What follows belongs to an exercise in optimizing a design on an open flow for small area and a short achievable clock period; a production flow would make more cautious choices. The RTL was checked by simulation tests, not by an equivalence proof against the original design. Power figures rest on the tool's default switching activity, not on a simulated workload.

## the previous run
==> flow/design.v <==
`default_nettype none
package uart_ring_pkg;
  localparam logic MODE_DRAIN  = 1'b0;
  localparam logic MODE_REPLAY = 1'b1;
endpackage
`default_nettype wire
`default_nettype none
module uart_ring_ram (
  input  logic        i_clk,
  input  logic [15:0] i_we_hi_n,
  input  logic [15:0] i_we_lo_n,
  input  logic [7:0]  i_wr_data,
  input  logic [7:0]  i_rd_hi,
  input  logic [31:0] i_rd_lo,
  output logic [7:0]  o_rd_data
);
  logic [255:0][7:0] r_mem;
  for (genvar r = 0; r < 256; r++) begin : g_row
    always_ff @(posedge i_clk) begin
      if (!(i_we_hi_n[r / 16] || i_we_lo_n[r % 16])) begin
        r_mem[r] <= i_wr_data;
      end
    end
  end
  logic [7:0][7:0] w_grp;
  logic [7:0][7:0] r_grp;
  always_comb begin
    for (int i = 0; i < 8; i++) begin
      w_grp[i] = '0;
      for (int j = 0; j < 32; j++) begin
        w_grp[i] = w_grp[i] | ({8{i_rd_lo[j]}} & r_mem[32 * i + j]);
      end
    end
  end
  always_ff @(posedge i_clk) begin
    r_grp <= w_grp;
  end
  always_comb begin
    o_rd_data = '0;
    for (int i = 0; i < 8; i++) begin
      o_rd_data = o_rd_data | ({8{i_rd_hi[i]}} & r_grp[i]);
    end
  end
endmodule
`default_nettype wire
`default_nettype none
module uart_ring_dump_ctrl #(
  parameter int   DATA_W    = 8,
  parameter int   ADDR_W    = 8,
  parameter logic KEY_PRESS = 1'b0
) (
  input  logic              Clk,
  input  logic              Rst,
  input  logic              Rx_done,
  input  logic [DATA_W-1:0] Rx_byte,
  input  logic              Key_flag,
  input  logic              Key_state,
  input  logic              Mode,
  input  logic              Tx_done,
  output logic              Tx_en,
  output logic [DATA_W-1:0] Tx_data,
  output logic              Busy,
  output logic              Empty,
  output logic              Full,
  output logic [ADDR_W:0]   Count,
  output logic              Overflow
);
  logic        r_busy;        
  logic        r_idle;        
  logic        r_s_rd;
  logic        r_s_wait;
  logic        r_s_send;
  logic        r_s_wtx;
  logic [8:0]  r_count;       
  logic        r_full;
  logic        r_nempty;
  logic        r_empty;       
  logic [8:0]  r_count_n;     
  logic [8:0]  w_count;
  logic        r_overflow;
  logic        r_mode;
  logic [8:0]  r_remain;      
  logic        r_last;        
  logic [7:0]  r_rd_ptr;      
  logic [7:0]  r_scan_hi;     
  logic [31:0] r_scan_lo;
  logic [7:0]  r_wr_ptr;      
  logic [7:0]  r_wr_data;     
  logic [15:0] r_we_hi_n;     
  logic [15:0] r_we_lo_n;     
  logic [7:0]  r_tx_data;     
  logic [7:0]  r_tx_data_n;   
  logic [7:0]  w_q;
  logic w_full, w_inc, w_drop, w_start, w_go, w_pop, w_fin, w_dec;
  assign w_count = ~r_count_n;
  assign w_full  = w_count[8];
  assign w_inc   = Rx_done && !w_full;
  assign w_drop  = Rx_done && w_full;
  assign w_start = r_idle && Key_flag && (Key_state == KEY_PRESS);
  assign w_go    = w_start && !r_empty;
  assign w_pop   = r_s_wtx && Tx_done;
  assign w_fin   = w_pop && r_last;
  assign w_dec   = w_pop && (r_mode == uart_ring_pkg::MODE_DRAIN);
  function automatic logic [15:0] f_dec4(input logic [3:0] a);
    f_dec4 = 16'd1 << a;
  endfunction
  function automatic logic [7:0] f_dec3(input logic [2:0] a);
    f_dec3 = 8'd1 << a;
  endfunction
  function automatic logic [31:0] f_dec5(input logic [4:0] a);
    f_dec5 = 32'd1 << a;
  endfunction
  function automatic logic [2:0] f_enc8(input logic [7:0] h);
    f_enc8 = '0;
    for (int i = 0; i < 8; i++) begin
      if (h[i]) f_enc8 = f_enc8 | 3'(i);
    end
  endfunction
  function automatic logic [4:0] f_enc32(input logic [31:0] h);
    f_enc32 = '0;
    for (int i = 0; i < 32; i++) begin
      if (h[i]) f_enc32 = f_enc32 | 5'(i);
    end
  endfunction
  uart_ring_ram u_ram (
    .i_clk     (Clk),
    .i_we_hi_n (r_we_hi_n),
    .i_we_lo_n (r_we_lo_n),
    .i_wr_data (r_wr_data),
    .i_rd_hi   (r_scan_hi),
    .i_rd_lo   (r_scan_lo),
    .o_rd_data (w_q)
  );
  always_ff @(posedge Clk or posedge Rst) begin
    if (Rst) begin
      r_busy   <= 1'b0;
      r_idle   <= 1'b1;
      r_s_rd   <= 1'b0;
      r_s_wait <= 1'b0;
      r_s_send <= 1'b0;
      r_s_wtx  <= 1'b0;
    end else begin
      r_busy   <= w_go || (!r_idle && !w_fin);
      r_idle   <= !w_go && (r_idle || w_fin);
      r_s_rd   <= w_go || (w_pop && !r_last);
      r_s_wait <= r_s_rd;
      r_s_send <= r_s_wait;
      r_s_wtx  <= r_s_send || (r_s_wtx && !Tx_done);
    end
  end
  always_ff @(posedge Clk or posedge Rst) begin
    if (Rst) begin
      r_count   <= '0;
      r_full    <= 1'b0;
      r_nempty  <= 1'b0;
      r_empty   <= 1'b1;
      r_count_n <= '1;
    end else if (w_inc && !w_dec) begin
      r_count   <= w_count + 9'd1;
      r_full    <= (w_count == 9'd255);
      r_nempty  <= 1'b1;
      r_empty   <= 1'b0;
      r_count_n <= ~(w_count + 9'd1);
    end else if (w_dec && !w_inc) begin
      r_count   <= w_count - 9'd1;
      r_full    <= 1'b0;
      r_nempty  <= (w_count != 9'd1);
      r_empty   <= (w_count == 9'd1);
      r_count_n <= ~(w_count - 9'd1);
    end
  end
  always_ff @(posedge Clk or posedge Rst) begin
    if (Rst) begin
      r_overflow <= 1'b0;
    end else if (w_drop) begin
      r_overflow <= 1'b1;
    end else if (w_start) begin
      r_overflow <= 1'b0;
    end
  end
  always_ff @(posedge Clk) begin
    if (r_idle) begin
      r_mode    <= Mode;
      r_remain  <= w_count;
      r_scan_hi <= f_dec3(r_rd_ptr[7:5]);
      r_scan_lo <= f_dec5(r_rd_ptr[4:0]);
    end else if (r_s_wait) begin
      r_remain  <= r_remain - 9'd1;
      r_last    <= (r_remain == 9'd1);
      r_scan_lo <= {r_scan_lo[30:0], r_scan_lo[31]};
      if (r_scan_lo[31]) r_scan_hi <= {r_scan_hi[6:0], r_scan_hi[7]};
    end
  end
  always_ff @(posedge Clk or posedge Rst) begin
    if (Rst) begin
      r_rd_ptr <= '0;
    end else if (!r_idle && (r_mode == uart_ring_pkg::MODE_DRAIN)) begin
      r_rd_ptr <= {f_enc8(r_scan_hi), f_enc32(r_scan_lo)};
    end
  end
  always_ff @(posedge Clk) begin
    r_wr_data <= Rx_byte;
    r_we_hi_n <= ~f_dec4(r_wr_ptr[7:4]);
    r_we_lo_n <= ~(f_dec4(r_wr_ptr[3:0]) & {16{w_inc}});
  end
  always_ff @(posedge Clk or posedge Rst) begin
    if (Rst) begin
      r_wr_ptr <= '0;
    end else if (w_inc) begin
      r_wr_ptr <= r_wr_ptr + 8'd1;
    end
  end
  always_ff @(posedge Clk or posedge Rst) begin
    if (Rst) begin
      r_tx_data   <= '0;
      r_tx_data_n <= '1;
    end else if (r_s_wait) begin
      r_tx_data   <= w_q;
      r_tx_data_n <= ~w_q;
    end else begin
      r_tx_data   <= ~r_tx_data_n;
    end
  end
  assign Tx_en    = r_s_send;
  assign Tx_data  = r_tx_data;
  assign Busy     = r_busy;
  assign Empty    = !r_nempty;
  assign Full     = r_full;
  assign Count    = r_count;
  assign Overflow = r_overflow;
endmodule
`default_nettype wire
make LEC_CHECK=0 CAP_MARGIN=25 CORE_MARGIN=2 CORE_UTILIZATION=75 CTS_CLUSTER_DIAMETER=60 CTS_CLUSTER_SIZE=30 SETUP_SLACK_MARGIN=4.3 SLEW_MARGIN=25 finish   # period 7.0 ns
run.sh (not shown) runs the stock make flow with config.mk's settings and CLKGATE_MAP_FILE= SYNTH_SCRIPT=/design/flow/synth_recipe.tcl, a recipe that flattens the netlist after the stock synthesis.
The previous run completed every stage of the flow, and the final layout passed the timing, DRC and antenna checks.
[inputs] the current run vs the previous run
-- flow/design.v --
<<< the previous run, line 10
  input  logic [15:0] i_we_hi_n,
  input  logic [15:0] i_we_lo_n,
  input  logic [7:0]  i_wr_data,
  input  logic [7:0]  i_rd_hi,
  input  logic [31:0] i_rd_lo,
>>> the current run, line 10
  input  logic [15:0] i_we_hi_n,
  input  logic [15:0] i_we_lo_n,
  input  logic [3:0][7:0] i_wr_data,   
  input  logic [7:0]  i_rd_hi,
  input  logic [31:0] i_rd_lo,
<<< the previous run, line 19
    always_ff @(posedge i_clk) begin
      if (!(i_we_hi_n[r / 16] || i_we_lo_n[r % 16])) begin
        r_mem[r] <= i_wr_data;
      end
    end
>>> the current run, line 19
    always_ff @(posedge i_clk) begin
      if (!(i_we_hi_n[r / 16] || i_we_lo_n[r % 16])) begin
        r_mem[r] <= i_wr_data[r / 64];
      end
    end
<<< the previous run, line 83
  logic        r_last;        
  logic [7:0]  r_rd_ptr;      
  logic [7:0]  r_scan_hi;     
  logic [31:0] r_scan_lo;
  logic [7:0]  r_wr_ptr;      
  logic [7:0]  r_wr_data;     
  logic [15:0] r_we_hi_n;     
  logic [15:0] r_we_lo_n;     
>>> the current run, line 83
  logic        r_last;        
  logic [7:0]  r_rd_ptr;      
  logic [7:0]  r_scan;        
  logic [7:0]  w_scan_next;
  logic [7:0]  r_scan_hi;     
  logic [31:0] r_scan_lo;
  logic [7:0]  r_wr_ptr;      
  logic [7:0]  r_wr_data;     
  logic [7:0]  r_wr_data_b;   
  logic [7:0]  r_wr_data_c_n; 
  logic [7:0]  r_wr_data_d_n;
  logic [15:0] r_we_hi_n;     
  logic [15:0] r_we_lo_n;     
<<< the previous run, line 111
    f_dec5 = 32'd1 << a;
  endfunction
  function automatic logic [2:0] f_enc8(input logic [7:0] h);
    f_enc8 = '0;
    for (int i = 0; i < 8; i++) begin
      if (h[i]) f_enc8 = f_enc8 | 3'(i);
    end
  endfunction
  function automatic logic [4:0] f_enc32(input logic [31:0] h);
    f_enc32 = '0;
    for (int i = 0; i < 32; i++) begin
      if (h[i]) f_enc32 = f_enc32 | 5'(i);
    end
  endfunction
  uart_ring_ram u_ram (
    .i_clk     (Clk),
    .i_we_hi_n (r_we_hi_n),
    .i_we_lo_n (r_we_lo_n),
    .i_wr_data (r_wr_data),
    .i_rd_hi   (r_scan_hi),
    .i_rd_lo   (r_scan_lo),
>>> the current run, line 116
    f_dec5 = 32'd1 << a;
  endfunction
  uart_ring_ram u_ram (
    .i_clk     (Clk),
    .i_we_hi_n (r_we_hi_n),
    .i_we_lo_n (r_we_lo_n),
    .i_wr_data ({~r_wr_data_d_n, ~r_wr_data_c_n, r_wr_data_b, r_wr_data}),
    .i_rd_hi   (r_scan_hi),
    .i_rd_lo   (r_scan_lo),
<<< the previous run, line 183
      r_mode    <= Mode;
      r_remain  <= w_count;
      r_scan_hi <= f_dec3(r_rd_ptr[7:5]);
      r_scan_lo <= f_dec5(r_rd_ptr[4:0]);
    end else if (r_s_wait) begin
      r_remain  <= r_remain - 9'd1;
      r_last    <= (r_remain == 9'd1);
      r_scan_lo <= {r_scan_lo[30:0], r_scan_lo[31]};
      if (r_scan_lo[31]) r_scan_hi <= {r_scan_hi[6:0], r_scan_hi[7]};
    end
  end
  always_ff @(posedge Clk or posedge Rst) begin
>>> the current run, line 176
      r_mode    <= Mode;
      r_remain  <= w_count;
    end else if (r_s_wait) begin
      r_remain  <= r_remain - 9'd1;
      r_last    <= (r_remain == 9'd1);
    end
  end
  always_comb begin
    if (r_idle) begin
      w_scan_next = r_rd_ptr;
    end else if (r_s_wait) begin
      w_scan_next = r_scan + 8'd1;
    end else begin
      w_scan_next = r_scan;
    end
  end
  always_ff @(posedge Clk) begin
    r_scan    <= w_scan_next;
    r_scan_hi <= f_dec3(w_scan_next[7:5]);
    r_scan_lo <= f_dec5(w_scan_next[4:0]);
  end
  always_ff @(posedge Clk or posedge Rst) begin
<<< the previous run, line 196
      r_rd_ptr <= '0;
    end else if (!r_idle && (r_mode == uart_ring_pkg::MODE_DRAIN)) begin
      r_rd_ptr <= {f_enc8(r_scan_hi), f_enc32(r_scan_lo)};
    end
  end
  always_ff @(posedge Clk) begin
    r_wr_data <= Rx_byte;
    r_we_hi_n <= ~f_dec4(r_wr_ptr[7:4]);
    r_we_lo_n <= ~(f_dec4(r_wr_ptr[3:0]) & {16{w_inc}});
>>> the current run, line 199
      r_rd_ptr <= '0;
    end else if (!r_idle && (r_mode == uart_ring_pkg::MODE_DRAIN)) begin
      r_rd_ptr <= r_scan;
    end
  end
  always_ff @(posedge Clk or posedge Rst) begin
    if (Rst) begin
      r_wr_data_b   <= '0;
      r_wr_data_d_n <= '1;
    end else begin
      r_wr_data_b   <= Rx_byte;
      r_wr_data_d_n <= ~Rx_byte;
    end
  end
  always_ff @(posedge Clk) begin
    r_wr_data     <= Rx_byte;
    r_wr_data_c_n <= ~Rx_byte;
    r_we_hi_n <= ~f_dec4(r_wr_ptr[7:4]);
    r_we_lo_n <= ~(f_dec4(r_wr_ptr[3:0]) & {16{w_inc}});
==> comparison <==
- Changes observed in the current run relative to the previous run: post-DP HPWL climbed 3.1%, maximum frequency climbed 0.0099 GHz, mux share of post-synthesis cell area barely changed, clock-buffer cell count climbed 7, post-route total power climbed about 10%.

==> static timing again, ports no longer ideal <==
How much do the figures lean on ideal ports? The routed layouts below were timed once more, with nothing changed but the port constraints. Step 1 (the two cells are an assumption about what drives the block):
set clk [get_ports {Clk}]
set_driving_cell -lib_cell sky130_fd_sc_hd__clkbuf_16 $clk
set_driving_cell -lib_cell sky130_fd_sc_hd__buf_2 [delete_from_list [all_inputs] $clk]
Step 2, shift: input delay + t, output delay - t, t = (earliest + latest rising clock arrival at the registers) / 2. This alone moves slack from input paths to output paths. Slacks: ideal ports / drivers / drivers and shift; pairs: ideal ports / drivers.
run | shift t [ns] | setup WS [ns] | clock arrival spread, ns | worst data-port slew with drivers (ns) | pins driven straight from the clock port
the previous run | 0.849 | 4.163 / 4.163 / 3.594 | 0.049 / 0.049 | 0.04 | 1
the current run | 0.859 | 4.240 / 4.203 / 3.606 | 0.037 / 0.037 | 0.19 | 1
After both steps every run listed still meets setup and hold. For the current run, which loses most, drivers alone change the setup slack by -0.037 ns; drivers and shift together by -0.634 ns.
